Source: an optimization exercise on an open RTL-to-GDS flow (aim: small area, a short achievable clock period and few clock cycles). Production flows keep margins and buffers that such runs may drop. Function was checked by simulation only, so behaviour that the tests miss may differ from the original. Power and IR drop assume default switching activity.

==> design/flow/design.v <==
package ap_cam_pkg;
  typedef enum logic [1:0] {
    COL_A = 2'd0,
    COL_B = 2'd1,
    COL_C = 2'd2
  } column_e;
  typedef struct packed {
    logic                     write;
    column_e                  col;
    logic [4-1:0]  row;
    logic [8-1:0] data;
  } host_req_t;
  typedef struct packed {
    logic                     en;
    logic [4-1:0]  row;
    logic [8-1:0] data;
  } host_wr_t;
  typedef struct packed {
    logic [9-1:0] key;
    logic [9-1:0] mask;
  } search_t;
  typedef struct packed {
    logic                    en;
    logic [9-1:0] data;
    logic [9-1:0] mask;
  } par_wr_t;
endpackage
package ap_op_pkg;
  typedef enum logic [2:0] {
    OP_OR  = 3'd0,
    OP_XOR = 3'd1,
    OP_AND = 3'd2,
    OP_NOT = 3'd3,
    OP_ADD = 3'd4
  } op_e;
  typedef struct packed {
    logic       key_a;
    logic       key_b;
    logic       val_c;
    logic [1:0] unused;
  } pass_logic_t;
  typedef struct packed {
    logic key_a;
    logic key_b;
    logic key_carry;
    logic val_sum;
    logic val_carry;
  } pass_arith_t;
  typedef union packed {
    pass_logic_t lgc;
    pass_arith_t arith;
  } pass_entry_u;
endpackage
`timescale 1ns/1ps
module ap_top
(
  input  logic                     clock,
  input  logic                     rst,
  input  logic                     req_write,
  input  logic [1:0]               req_col,
  input  logic [4-1:0]  req_row,
  input  logic [8-1:0] req_data,
  input  logic                     req_valid,
  output logic                     req_ready,
  output logic [9-1:0]  rsp_data,
  output logic                     rsp_valid,
  input  logic [2:0]               op,
  input  logic                     op_valid,
  output logic                     op_ready,
  output logic                     op_done
);
  localparam int ROWS = 16;
  localparam int W    = 8;
  localparam int CW   = 9;
  logic [W-1:0]  mem_a [ROWS];
  logic [W-1:0]  mem_b [ROWS];
  logic [CW-1:0] mem_c [ROWS];
  logic [ROWS-1:0] lazy;           
  logic [2:0]      op_q;
  logic in_op;
  logic                  pend;
  logic [4-1:0] pend_row;
  logic [W-1:0]  ra;
  logic [W-1:0]  rb;
  logic [CW-1:0] rc;
  logic          sel_a, sel_b, sel_c, sel_f;
  logic accept, wr, rd, wr_a, wr_b, wr_c, op_acc, mat_now, cap_en;
  logic [CW-1:0] alu;
  logic [CW-1:0] wd;
  assign req_ready = !in_op;
  assign op_ready  = !in_op && !req_valid;
  assign op_done   = in_op;
  assign accept = req_valid && !in_op && !rst;
  assign wr     = accept && req_write;
  assign rd     = accept && !req_write;
  assign wr_a   = wr && (req_col == 2'd0);
  assign wr_b   = wr && (req_col == 2'd1);
  assign wr_c   = wr && (req_col == 2'd2);
  assign op_acc = op_valid && !in_op && !req_valid && !rst;
  assign mat_now = pend && !wr_c;
  assign cap_en  = !(pend && wr_c);
  always_comb begin
    case (op_q)
      3'd0:    alu = {1'b0, ra | rb};
      3'd1:    alu = {1'b0, ra ^ rb};
      3'd2:    alu = {1'b0, ra & rb};
      3'd3:    alu = {1'b0, ~ra};
      3'd4:    alu = {1'b0, ra} + {1'b0, rb};
      default: alu = '0;
    endcase
  end
  always_ff @(posedge clock) begin
    if (rst) begin
      in_op     <= 1'b0;
      rsp_valid <= 1'b0;
    end else begin
      in_op     <= op_acc;
      rsp_valid <= rd;
    end
  end
  always_ff @(posedge clock) begin
    if (op_acc) begin
      op_q <= op;
    end
  end
  always_ff @(posedge clock) begin
    if ((wr_a || wr_b) && lazy[req_row]) begin
      pend     <= 1'b1;
      pend_row <= req_row;
    end else if (!(pend && wr_c && (req_row != pend_row))) begin
      pend     <= 1'b0;
    end
  end
  assign wd = wr_c ? CW'(req_data) : alu;
  for (genvar r = 0; r < ROWS; r++) begin : g_row
    always_ff @(posedge clock) begin
      if (wr_a && (req_row == r)) mem_a[r] <= req_data;
      if (wr_b && (req_row == r)) mem_b[r] <= req_data;
      if ((wr_c && (req_row == r)) || (mat_now && (pend_row == r))) mem_c[r] <= wd;
    end
    always_ff @(posedge clock) begin
      if (op_acc) begin
        lazy[r] <= 1'b1;
      end else if (wr && (req_row == r) && (req_col != 2'd3)) begin
        lazy[r] <= 1'b0;
      end
    end
  end
  always_ff @(posedge clock) begin
    if (cap_en) begin
      ra <= mem_a[req_row];
      rb <= mem_b[req_row];
      rc <= (pend && (pend_row == req_row)) ? alu : mem_c[req_row];
    end
  end
  always_ff @(posedge clock) begin
    sel_a <= (req_col == 2'd0);
    sel_b <= (req_col == 2'd1);
    sel_c <= req_col[1] && !lazy[req_row];
    sel_f <= req_col[1] && lazy[req_row];
  end
  assign rsp_data = ({CW{sel_a}} & CW'(ra))
                  | ({CW{sel_b}} & CW'(rb))
                  | ({CW{sel_c}} & rc)
                  | ({CW{sel_f}} & alu);
endmodule
==> design/flow/run.sh <==
#!/bin/bash
# synth_recipe.tcl (not shown) runs the flow's synth.tcl, then flattens the netlist and writes it again
# the make line also repeats each setting of config.mk as NAME=value (left out here)
make -C /OpenROAD-flow-scripts/flow DESIGN_CONFIG=/design/flow/config.mk WORK_HOME=/design/flow/orfs CLKGATE_MAP_FILE= SYNTH_SCRIPT=/design/flow/synth_recipe.tcl finish
==> design/flow/config.mk <==
export PLATFORM = sky130hd
export DESIGN_NAME = ap_top
export DESIGN_NICKNAME = ap_top
export VERILOG_FILES = /design/flow/design.v
export SDC_FILE = /design/flow/constraint.sdc
export NUM_CORES = 4
export LEC_CHECK = 0
export CAP_MARGIN = 20
export CORE_MARGIN = 2
export CORE_UTILIZATION = 40
export SLEW_MARGIN = 20
==> design/flow/constraint.sdc <==
create_clock -name core_clock -period 5.0 [get_ports {clock}]
set_input_delay 1.0000 -clock core_clock [delete_from_list [all_inputs] [get_ports {clock}]]
set_output_delay 1.0000 -clock core_clock [all_outputs]
set_load 0.01 [all_outputs]
==> impl_metrics.tcl <==
set metrics [dict create \
    cp_data_arrival_time_ns 3.46 \
    fmax_mhz 224.0 \
    cts_buffers 48 \
    wl_per_cell_um 30.84 \
    drive_gt1_share_pct 15.95 \
    cts_tree "done" \
    rsz0062_at_grt "no" \
    final_common_cell "edfxtp_1" \
    async_flop_share_pct 0 \
    antenna_found_initial 2 \
    die-area_mm2 0.04866 \
    met1_usage_pct 34.23 \
    coreArea_mm2 0.04646 \
    grt.met2_usage_pct 39.31 \
    final_cell_mix "432 x edfxtp_1, 90 x buf_4, 76 x nor2_1" \
    yosysTopAreaCell "edfxtp_1" \
    hold_path_class "reg -> reg" \
    cap_violations 0 \
    drtPass1Iterations 6 \
    multi_input_area_mm2 0.004840 \
    synth-seq-cells 455 \
    ir_worst_vdd_mv 0.2512 \
    grtUsageMet3_pct 7.684 \
    finalCoreUtilization_pct 46.62 \
    cts.sinks 455 \
    cts_max_path_buffers 3 \
    crit_required_ns 4.00 \
    cts_resized 0 \
    grtUsageTotal_pct 25.63 \
    worst_pin_slew_ns 1.220 \
    cp-end-kind "primary output" \
    ant_nets 0 \
    outcome "complete, no violations" \
    io_buffers 34 \
    grt.busiest_layer "met2" \
    grt_pass1_vias 11997 \
    drt_iter0_drc 1931 \
    synth_cell_type_count 78 \
    finalCritPeriodShare_pct 89.28 \
    yosysSeqAreaShare_pct 71.59 \
    postCtsHoldBufs 0 \
    route.detailed.drc 0 \
    cts.clk_slew.worst_paths_ns 0.05 \
    regArea_mm2 0.01343 \
    rows 79 \
    io_pins 35 \
    finClkSkew_ns 0.01881 \
    fillers 4036 \
    cts.root.buffer_cell "clkbuf_16" \
    htree_levels 2 \
    diodes 0 \
    relSlewSlack_pct 18.49 \
    hpwl_mm 41.18 \
    wl_mm 61.26 \
    synth_edf_count 432 \
    grt_pass1_wl_mm 87.08 \
    fp.dieW_um 220.6 \
    synthTopCellsByArea "edfxtp_1 69%, dfxtp_1 2.5%, a22oi_1 2.2%" \
    clk_latency_ns 0.59 \
    period_minus_slack_ns 4.464 \
    synth_top_area_share_pct 69.13 \
    worstSetupPathType "reg -> out" \
    powerDensity_mw_per_mm2 386.9 \
    syn2layout_area_growth_pct 15.43 \
    critPathLaunchType "flip-flop" \
    p_leak_uw 0.007063 \
    place.gp.congestion 0.9031 \
    layout.nets 1381 \
    reg2reg_depth 4 \
    syn_inst 1243 \
    synth-main-ff-cell "edfxtp_1" \
    design_area_mm2 0.02166 \
    synth.avg_cell_area_um2 15.10 \
    post_cts_buffers 0 \
    vias_per_cell 6.239 \
    synth_nets 1282 \
    vias 12390 \
    grt_overflow 0 \
    whs_path_depth 2 \
    place_area_mm2 0.02017 \
    synth_area_mm2 0.01876 \
    initial_utilization_pct 40.39 \
    hold_viol 0 \
    hold_ws_ns 0.4581 \
    die_h_um 220.6 \
    crit_path_max_fanout 4 \
    drv_slew 0 \
    ys_warn_count 4 \
    p_total_uw 8380 \
    setup_violations 0 \
    grt_max_degree 48 \
    setup_tns_ns 0 \
]
## stage by stage
step / setup slack [ns] / cells
5_1_grt: 0.3998 / 1986
3_5_place_dp: 0.8755 / 1899
6_report: 0.5361 / 1986
2_1_floorplan: 2.003 / 1243
3_3_place_gp: 0.9338 / 1899
4_1_cts: 0.5697 / 1986
## per-layer routing
layer	up-vias	wire (um)
met5	-	10
met1	6164	23460
met2	855	27490
met3	183	7628
li1	5186	-
met4	2	2672
## state kept, by name, summed over array words and instances, names as in the netlist
register   count
mem_b        128
sel_f          1
rc             9
mem_c        144
ra             8
rb             8
lazy          16
mem_a        128
sel_a          1
pend           1
rsp_valid      1
sel_b          1
in_op          1
pend_row       4
sel_c          1
op_q           3
## power by group
group	internal (uW)	switching (uW)	total [uW]
clock	1930	1440	3370
combinational	244	479	722
sequential	4250	38.4	4290
## cell type report
class / instances / area share [%]
repair buffers: 124 / 4.737
well taps: 607 / 3.506
inverters: 34 / 0.5892
clock buffers: 62 / 5.985
multi-input cells: 679 / 22.34
clock inverters: 25 / 0.8203
flip-flops and latches: 455 / 62.02
## kinds of logic (layout without fill, tap and decap cells)
logic type,count (synthesis),after routing,synth area share (%)
compound gates,333,333,12.94
xor+xnor,8,8,0.3734
fa+ha+maj,17,17,1.174
buf+inv,109,245,2.801
flops,455,455,71.59
mux,58,58,3.961
simple gates,263,263,7.168
## cell usage after synthesis (all sizes together) (4+ instances only)
cell,number
a211oi,7
a21o,4
a21oi,38
a221oi,17
a222oi,18
a22o,22
a22oi,56
a31oi,13
a32o,6
a32oi,16
and2,8
and3,9
buf,52
clkbuf,23
dfxtp,23
edfxtp,432
ha,16
inv,34
mux2,30
mux2i,18
mux4,10
nand2,70
nand2b,10
nand3,15
nand3b,8
nand4,6
nor2,78
nor2b,19
nor3,14
nor3b,5
o2111ai,4
o211ai,6
o21ai,55
o22a,6
o22ai,27
o2bb2ai,4
o32a,6
o32ai,4
xor2,5
## worst max-delay path: stages (launching register included)
cell and delay [ns]:
edfxtp_1 0.40, ha_1 0.25, inv_1 0.08, fa_1 0.42, nor2b_1 0.21, o2111ai_1 0.19
a31o_2 0.27, a31oi_1 0.38, o21ai_0 0.17, clkdlybuf4s50_1 0.50
## final timing paths
path,end,start,slack [ns]
max,rsp_data[6],ra[0],0.54
min,lazy[2],lazy[2],0.46
max reg2reg,mem_c[5][1],in_op,1.99
min reg2reg,lazy[2],lazy[2],0.46
Testbench counts, summed over its fixed seeds: cycles 2,696.

[port drivers added, routing unchanged]
Ports are ideal in the flow. The routed layout listed here was re-timed in OpenROAD.
Step 1, drivers: a clkbuf_16 drives clock and a buf_2 each remaining input, both assumed.
Step 2 moves the port delays by t, midway between the first and last clock arrival at a register: inputs arrive t later, outputs are due t later. That takes back most of the time a late clock gives input paths.
Slacks: ideal ports / drivers / drivers and shift; pairs: ideal ports / drivers.
shift t [ns]: 0.636
slack for setup (ns): 0.536 / 0.480 / 0.865
worst setup path after step 2: input to register
After both steps setup and hold are still met in this run. For this run, drivers alone change the setup slack by -0.056 ns; drivers and shift together by +0.329 ns.
